What follows belongs to an exercise in optimizing a design on an open flow for small area and a short achievable clock period; a production flow would make more cautious choices.
Only simulation tests tie the RTL to the original design; equivalence was not proved.
No activity file was given, so power comes from the tool's default toggle rates.

[flow/config.mk]
export PLATFORM = sky130hd
export DESIGN_NAME = pdua
export DESIGN_NICKNAME = pdua
export VERILOG_FILES = /design/flow/design.v
export SDC_FILE = /design/flow/constraint.sdc
export NUM_CORES = 4
export LEC_CHECK = 0
export CAP_MARGIN = 20
export CORE_MARGIN = 2
export CORE_UTILIZATION = 30
export SETUP_SLACK_MARGIN = 2.0
export SLEW_MARGIN = 20
export SYNTH_HIERARCHICAL = 1
[flow/constraint.sdc]
create_clock -name core_clock -period 5.5 [get_ports {clk}]
set_input_delay 1.1000 -clock core_clock [delete_from_list [all_inputs] [get_ports {clk}]]
set_output_delay 1.1000 -clock core_clock [all_outputs]
set_load 0.01 [all_outputs]
[flow/design.v]
module pdua #(
  parameter int MAX_WIDTH  = 8,
  parameter int ADDR_WIDTH = 3
) (
  input  logic                  clk,
  input  logic                  rst,
  input  logic                  wr_rdn,
  input  logic                  enaf,
  input  logic [2:0]            selop,
  input  logic [1:0]            shamt,
  output logic                  C,
  output logic                  N,
  output logic                  P,
  output logic                  Z,
  input  logic                  bank_wr_en,
  input  logic [ADDR_WIDTH-1:0] BusB_addr,
  input  logic [ADDR_WIDTH-1:0] BusC_addr,
  input  logic                  sclr,
  input  logic                  ir_en,
  input  logic                  mar_en,
  input  logic                  mdr_en,
  input  logic                  mdr_alu_n,
  output logic [4:0]            out_IR
);
  localparam int W         = MAX_WIDTH;
  localparam int NUM_REGS  = 1 << ADDR_WIDTH;
  localparam int MEM_DEPTH = 1 << MAX_WIDTH;
  localparam int REG_ONE   = 5;
  localparam int REG_ACC   = 7;
  logic [W-1:0] bank [NUM_REGS];
  logic [W-1:0] mar, mdr, ir;
  logic [W-1:0] bus_a, bus_b, bus_c;
  logic [W-1:0] y, s;
  logic         alu_c, s_c;
  assign bus_a = bank[REG_ACC];
  always_comb begin
    bus_b = '0;
    for (int i = 0; i < NUM_REGS; i++)
      if (BusB_addr == ADDR_WIDTH'(i))
        bus_b = (i == REG_ONE) ? W'(1) : bank[i];
  end
  function automatic logic [W:0] ks_add(input logic [W-1:0] x, input logic [W-1:0] z,
                                        input logic cin);
    logic [W-1:0] g, p, gg, pp, g2, p2;
    logic [W:0]   c;
    g  = x & z;
    p  = x ^ z;
    gg = g;
    gg[0] = g[0] | (p[0] & cin);
    pp = p;
    for (int d = 1; d < W; d = d * 2) begin
      g2 = gg;
      p2 = pp;
      for (int k = d; k < W; k++) begin
        g2[k] = gg[k] | (pp[k] & gg[k-d]);
        p2[k] = pp[k] & pp[k-d];
      end
      gg = g2;
      pp = p2;
    end
    c[0] = cin;
    for (int k = 1; k <= W; k++)
      c[k] = gg[k-1];
    ks_add = {c[W], p ^ c[W-1:0]};
  endfunction
  logic [W:0] sum_ab, inc_b, sub_ab;
  logic       shl, shr;
  assign sum_ab = ks_add(bus_a, bus_b, 1'b0);
  assign sub_ab = ks_add(bus_a, ~bus_b, 1'b1);
  function automatic logic [W:0] ks_inc(input logic [W-1:0] x);
    logic [W-1:0] pp, p2;
    pp = x;
    for (int d = 1; d < W; d = d * 2) begin
      p2 = pp;
      for (int k = d; k < W; k++)
        p2[k] = pp[k] & pp[k-d];
      pp = p2;
    end
    ks_inc = {pp[W-1], x ^ {pp[W-2:0], 1'b1}};
  endfunction
  assign inc_b = ks_inc(bus_b);
  always_comb begin
    case (selop)
      3'b000:  {alu_c, y} = {1'b0, bus_b};
      3'b001:  {alu_c, y} = {1'b0, ~bus_a};
      3'b010:  {alu_c, y} = {1'b0, bus_a & bus_b};
      3'b011:  {alu_c, y} = {1'b0, bus_a | bus_b};
      3'b100:  {alu_c, y} = {1'b0, bus_a ^ bus_b};
      3'b101:  {alu_c, y} = sum_ab;
      3'b110:  {alu_c, y} = inc_b;
      default: {alu_c, y} = {~sub_ab[W], sub_ab[W-1:0]};
    endcase
  end
  assign shl = (shamt == 2'b01);
  assign shr = (shamt == 2'b10);
  always_comb begin
    if (shl)      {s_c, s} = {y, 1'b0};
    else if (shr) {s_c, s} = {y[0], 1'b0, y[W-1:1]};
    else          {s_c, s} = {alu_c, y};
  end
  logic par_y, par_s;
  always_comb begin
    case (selop)
      3'b000:  par_y = ^bus_b;
      3'b001:  par_y = ^(~bus_a);
      3'b010:  par_y = ^(bus_a & bus_b);
      3'b011:  par_y = ^(bus_a | bus_b);
      3'b100:  par_y = ^bus_a ^ ^bus_b;
      3'b101:  par_y = ^sum_ab[W-1:0];
      3'b110:  par_y = ^inc_b[W-1:0];
      default: par_y = ^sub_ab[W-1:0];
    endcase
  end
  assign par_s = par_y ^ (shl & y[W-1]) ^ (shr & y[0]);
  assign bus_c = mdr_alu_n ? mdr : s;
  always_ff @(posedge clk) begin
    for (int i = 0; i < NUM_REGS; i++) begin
      if (i != REG_ONE) begin
        if (rst)
          bank[i] <= '0;
        else if (!sclr && bank_wr_en && BusC_addr == ADDR_WIDTH'(i))
          bank[i] <= bus_c;
      end
    end
  end
  assign bank[REG_ONE] = W'(1);
  logic                 ph;
  logic [W-1:0]         mem_q [MEM_DEPTH];
  logic [MEM_DEPTH-1:0] sel_n, wr;
  logic [W-1:0]         wdat_n, rd_n, rd;
  logic                 mem_we;
  assign mem_we = wr_rdn && !rst && !sclr;
  always_comb begin
    for (int i = 0; i < MEM_DEPTH; i++) begin
      sel_n[i] = (mar != W'(i));
      wr[i]    = (mar == W'(i)) && mem_we;
    end
  end
  assign wdat_n = (mdr ^ {W{ph}}) | {W{!mem_we}};
  always_ff @(posedge clk)
    ph <= !ph;
  for (genvar i = 0; i < MEM_DEPTH; i++) begin : g_word
    for (genvar j = 0; j < W; j++) begin : g_bit
      pdua_mem_bit u_bit (
        .clk  (clk),
        .wr   (wr[i]),
        .hold (sel_n[i]),
        .wdat (wdat_n[j]),
        .q    (mem_q[i][j])
      );
    end
  end
  localparam int NGRP = MEM_DEPTH / 2;
  logic [NGRP-1:0] rd_grp [W];
  for (genvar j = 0; j < W; j++) begin : g_rd
    for (genvar g = 0; g < NGRP; g++) begin : g_grp
      pdua_oai22 u_rd (
        .a0 (sel_n[2*g]),   .b0 (mem_q[2*g][j]),
        .a1 (sel_n[2*g+1]), .b1 (mem_q[2*g+1][j]),
        .y  (rd_grp[j][g])
      );
    end
    assign rd_n[j] = |rd_grp[j];
  end
  assign rd = ~rd_n ^ {W{ph}};
  always_ff @(posedge clk) begin
    if (rst || sclr) begin
      C   <= 1'b0;
      N   <= 1'b0;
      P   <= 1'b0;
      Z   <= 1'b0;
      mar <= '0;
      mdr <= '0;
      ir  <= '0;
    end else begin
      if (enaf) begin
        C <= s_c;
        N <= s[W-1];
        P <= par_s;
        Z <= (s == '0);
      end
      if (mar_en)
        mar <= bus_c;
      if (mdr_en)
        mdr <= wr_rdn ? bus_c : rd;
      if (ir_en)
        ir <= mdr;
    end
  end
  assign out_IR = ir[W-1 -: 5];
endmodule
module pdua_mem_bit (
  input  logic clk,
  input  logic wr,
  input  logic hold,
  input  logic wdat,
  output logic q
);
  always_ff @(posedge clk)
    q <= ~((q | wr) & (wdat | hold));
endmodule
module pdua_oai22 (
  input  logic a0, b0, a1, b1,
  output logic y
);
  assign y = ~((a0 | b0) & (a1 | b1));
endmodule
[flow/run.sh]
#!/bin/bash
# synth_recipe.tcl (not shown) runs the flow's synth.tcl, then flattens the netlist and writes it again
# the make line also repeats each setting of config.mk as NAME=value (left out here)
make -C /OpenROAD-flow-scripts/flow DESIGN_CONFIG=/design/flow/config.mk WORK_HOME=/design/flow/orfs CLKGATE_MAP_FILE= SYNTH_SCRIPT=/design/flow/synth_recipe.tcl finish
==> run notes <==
-- per-module statistics from Yosys, one instance, submodules excluded --
module | cells | area [µm²] | times used | flops+latches
pdua_oai22 | 1 | 6.256 | 1024 | 0
pdua | 1819 | 11270 | 1 | 82
pdua_mem_bit | 2 | 26.28 | 2048 | 1
-- metal layers --
layer / vias to the layer above / global-route usage, % / routed length [µm]
met5: - / 0 / 8
met4: 2 / 9.461 / 12480
met3: 583 / 3.587 / 22820
met2: 3116 / 31.62 / 116900
li1: 29940 / - / -
met1: 32620 / 28.91 / 115300
-- cells by family (layout without fill, tap and decap cells) --
group,count (synthesis),in the layout,synth area share [%]
flops,2130,2130,59.65
compound gates,3311,3312,29.43
simple gates,1190,1190,7.899
other cells,0,1,0
xor+xnor,69,69,0.9224
mux,34,34,0.5373
fa+ha+maj,31,31,0.5601
buf+inv,174,893,1.005
-- what timing repair did --
| item | in CTS | in global routing |
|---|---|---|
| buffers inserted | 59 | 41 |
| setup endpoints to repair | 76 | 76 |
| pin swaps | 145 | 84 |
| hold buffers | 0 | 0 |
| cloned | 6 | 2 |
| resized for setup | 471 | 162 |
-- state kept, by name, summed over array words and instances, names as in the netlist --
name and flops:
mdr 8, C 1, P 1, bank 56
mar 8, g_word.g_bit.u_bit.q 2048, ir 5, ph 1
N 1, Z 1
-- how the worst max path moves through the flow --
stage          slack [ns]    startpoint          to  cells past startpoint
3_3_place_gp         0.05  BusB_addr[1]  bank[6][5]                     18
5_1_grt              1.42  BusB_addr[2]  bank[3][5]                     20
4_1_cts              1.55  BusB_addr[1]           P                     15
6_report             1.54  BusB_addr[0]      mdr[5]                     19
2_1_floorplan        1.12  BusB_addr[0]  bank[7][6]                     16
3_5_place_dp         0.04  BusB_addr[1]  bank[4][7]                     17
-- cells in the mapped netlist, drive strengths merged (26+ instances only) --
| library cell | count | share of area [%] |
|---|---|---|
| a211oi | 26 | 0.29 |
| a21oi | 64 | 0.50 |
| clkbuf | 110 | 0.58 |
| dfxtp | 2130 | 60 |
| ha | 28 | 0.49 |
| inv | 41 | 0.22 |
| nand2 | 362 | 1.9 |
| nand3 | 39 | 0.27 |
| nand4 | 69 | 0.60 |
| nor2 | 345 | 1.8 |
| nor3 | 32 | 0.23 |
| nor4 | 277 | 2.4 |
| o21ai | 37 | 0.26 |
| o22ai | 3081 | 27 |
| xnor2 | 57 | 0.70 |
-- worst register-to-register path, cell delays in order, from the launching register on --
cell and delay (ns):
dfxtp_4 0.44, nand2b_4 0.21, nor2_4 0.11, buf_12 0.18, buf_4 0.22, nand2_1 0.08, buf_4 0.20, o22ai_1 0.11
nor4_1 0.58, nand4_1 0.25, buf_4 0.22, nor4_4 0.40, nand2_1 0.27, xnor2_1 0.29, a31oi_1 0.12, o31a_1 0.13
-- area by class of cell --
cell class                 count  area, µm²
tap                         3167       3963
antenna                        1      2.502
multi-input combinational   4636      31230
clock inverter                67      988.4
timing repair buffer         477       4374
clock buffer                 306       6040
fill                       23260     148000
sequential                  2130      42670
inverter                      43      167.7
-- report_power, final --
part | internal (mW) | switching [mW]
sequential | 15.6 | 0.123
combinational | 0.688 | 1.09
clock | 8.30 | 6.28
total | 24.6 | 7.49
==> summary.txt <==
Floorplan
  • Std-Cell Rows: 179
  • Die ar.: 242200 µm²
  • Starting Density: 30.11%
  • Core area: 237400 µm²
  • Die X: 492.1 µm
  • IO Pins: 30
  • Die Ht: 492.1 µm

Detailed routing
  • Number of routed nets with antenna violations: 0
  • WL final: 267500 µm
  • Drt via density: 6.120
  • Post-route DRC: 0
  • 1st-pass router iterations: 6
  • Routed WL per cell: 24.71 µm
  • Via count: 66260
  • DR iter-0 viols: 7118

Finish
  • Final core occ: 37.67%
  • Nets: 7544
  • Area delta synth->final: 25.11%
  • Design area: 89440 µm²
  • Non-filler cells, final: 10830
  • Proportion of layout cells with a drive suffix above 1: 16.95%
  • Most common cell after layout, fill and taps aside: o22ai_1
  • Most frequent cells in the layout: 3077 x o22ai_1, 2122 x dfxtp_1, 360 x buf_4

Global routing
  • First-pass GRT wire length: 395000 µm
  • Grt ovf: 0
  • Total GRT Usage: 20.86%
  • Antenna violations before repair: 4
  • Largest net degree at the start of global routing: 123
  • Vias in the first global route: 61400

Worst setup path
  • CP max-delay cell: or4_4
  • Arrival time worst endpoint: 4.66 ns
  • Req. time, crit path: 6.19 ns
  • Crit end category: flop
  • Crit Path Class: in -> reg
  • Most used cell, CP: buf_6
  • FF-to-FF Start: mar[3]
  • CP Buf/Inv Count: 6
  • Critical Path Max Stage Delay: 0.59 ns
  • Crit path max-delay family: compound AO/OA/AOI/OAI gates
  • Reg2Reg Setup Slack: 1.57 ns
  • Worst setup SP type: primary input
  • Crit path cell chain: buf_12 > buf_16 > nand2b_4 > o32a_1 > a32oi_4 > inv_2 > ha_4 > buf_6 > nand3_4 > o221a_4 > xnor2_2 > nor2_1 > or4_4 > o211ai_4 > a32oi_4 > buf_6 > buf_6 > o22ai_2 > a21oi_1
  • Reg2reg path depth: 15
  • Reg-to-reg endpoint: mdr[6]
  • Crit path max fanout: 6

Clock network
  • CTS tree: done
  • CTS Buf Count: 205
  • Root buffer cell: clkbuf_16
  • Clock sinks: 2130
  • Clock latency on the worst-skew pair: 0.90 ns
  • Clock transition at path regs: 0.06 ns
  • H-Tree Depth: 4
  • Worst-case clock buffer depth: 3

Synth
  • Yosys warnings: 14
  • Sequential area share after synthesis: 59.65%
  • Synth Net Count: 6990
  • Cells after Synth: 6939
  • Synth cell types: 93
  • Yosys reg bits: 2130
  • EDFF count, synth: 0
  • Mapped cell area: 71480 µm²
  • FFs w/ async S/R, synth: 0%
  • Most used DFF post-synth: dfxtp_1
  • Mean area per synthesized cell: 10.30 µm²

Placement
  • DP Cell Count: 10350
  • Hpwl dp: 172100 µm
  • GP Congestion: 0.9348
  • IO buf count: 29
  • Cell Area, Placed: 78420 µm²
  • Pre-CTS setup slack: 0.04489 ns

Timing
  • Slew headroom: 24.74%
  • Slew Limit Fails: 0
  • Final hold vios: 0
  • Fin crit period: 3.962 ns
  • Worst setup margin: 1.538 ns
  • Setup TNS: 0 ns
  • Setup-failing EPs final: 0
  • RSZ-0062 raised after global routing: yes
  • Hold WS: 0.4422 ns
  • Least-Margin Pin Slew: 1.126 ns
  • Skew final: 0.07650 ns
  • Max Clk Rate: 252.4 MHz
  • Final Cycle Share: 72.03%

Power and ir drop
  • Tot Pwr: 32.10 mW
  • Peak supply drop: 0.2927 mV
  • Pleak: 32.60 nW
  • Pwr per Cell Area: 358.9 nW/µm²

Min path
  • Type of the most critical hold path: reg -> reg
  • Min-Delay Path Depth: 1
  • HP Start: g_word[39].g_bit[1].u_bit.q
  • WHS Endpoint: g_word[39].g_bit[1].u_bit.q

Outcome
  • Status: timing/DRC/antenna clean

Job
  • Max_cap viols: 0

-- afterwards: timing with drivers on the ports --
The flow's constraints put no driver on any port. The routed layout listed below was extracted and timed again, unchanged, in two steps.
Step 1 sets driving cells, clkbuf_16 on the clock port and buf_2 on the other inputs (assumed; they add their load-dependent delay and slew).
Step 2 moves the port delays by t, midway between the first and last clock arrival at a register: inputs arrive t later, outputs are due t later. That takes back most of the time a late clock gives input paths.
a / b / c = no drivers / after step 1 / after step 2; a / b = the first two.
shift t [ns]: 0.948
setup slack, ns: 1.538 / 1.574 / 0.626
worst hold slack (ns): 0.442 / 0.442 / 0.442
After both steps setup and hold are still met in this run. For this run, drivers alone change the setup slack by +0.036 ns; drivers and shift together by -0.912 ns.
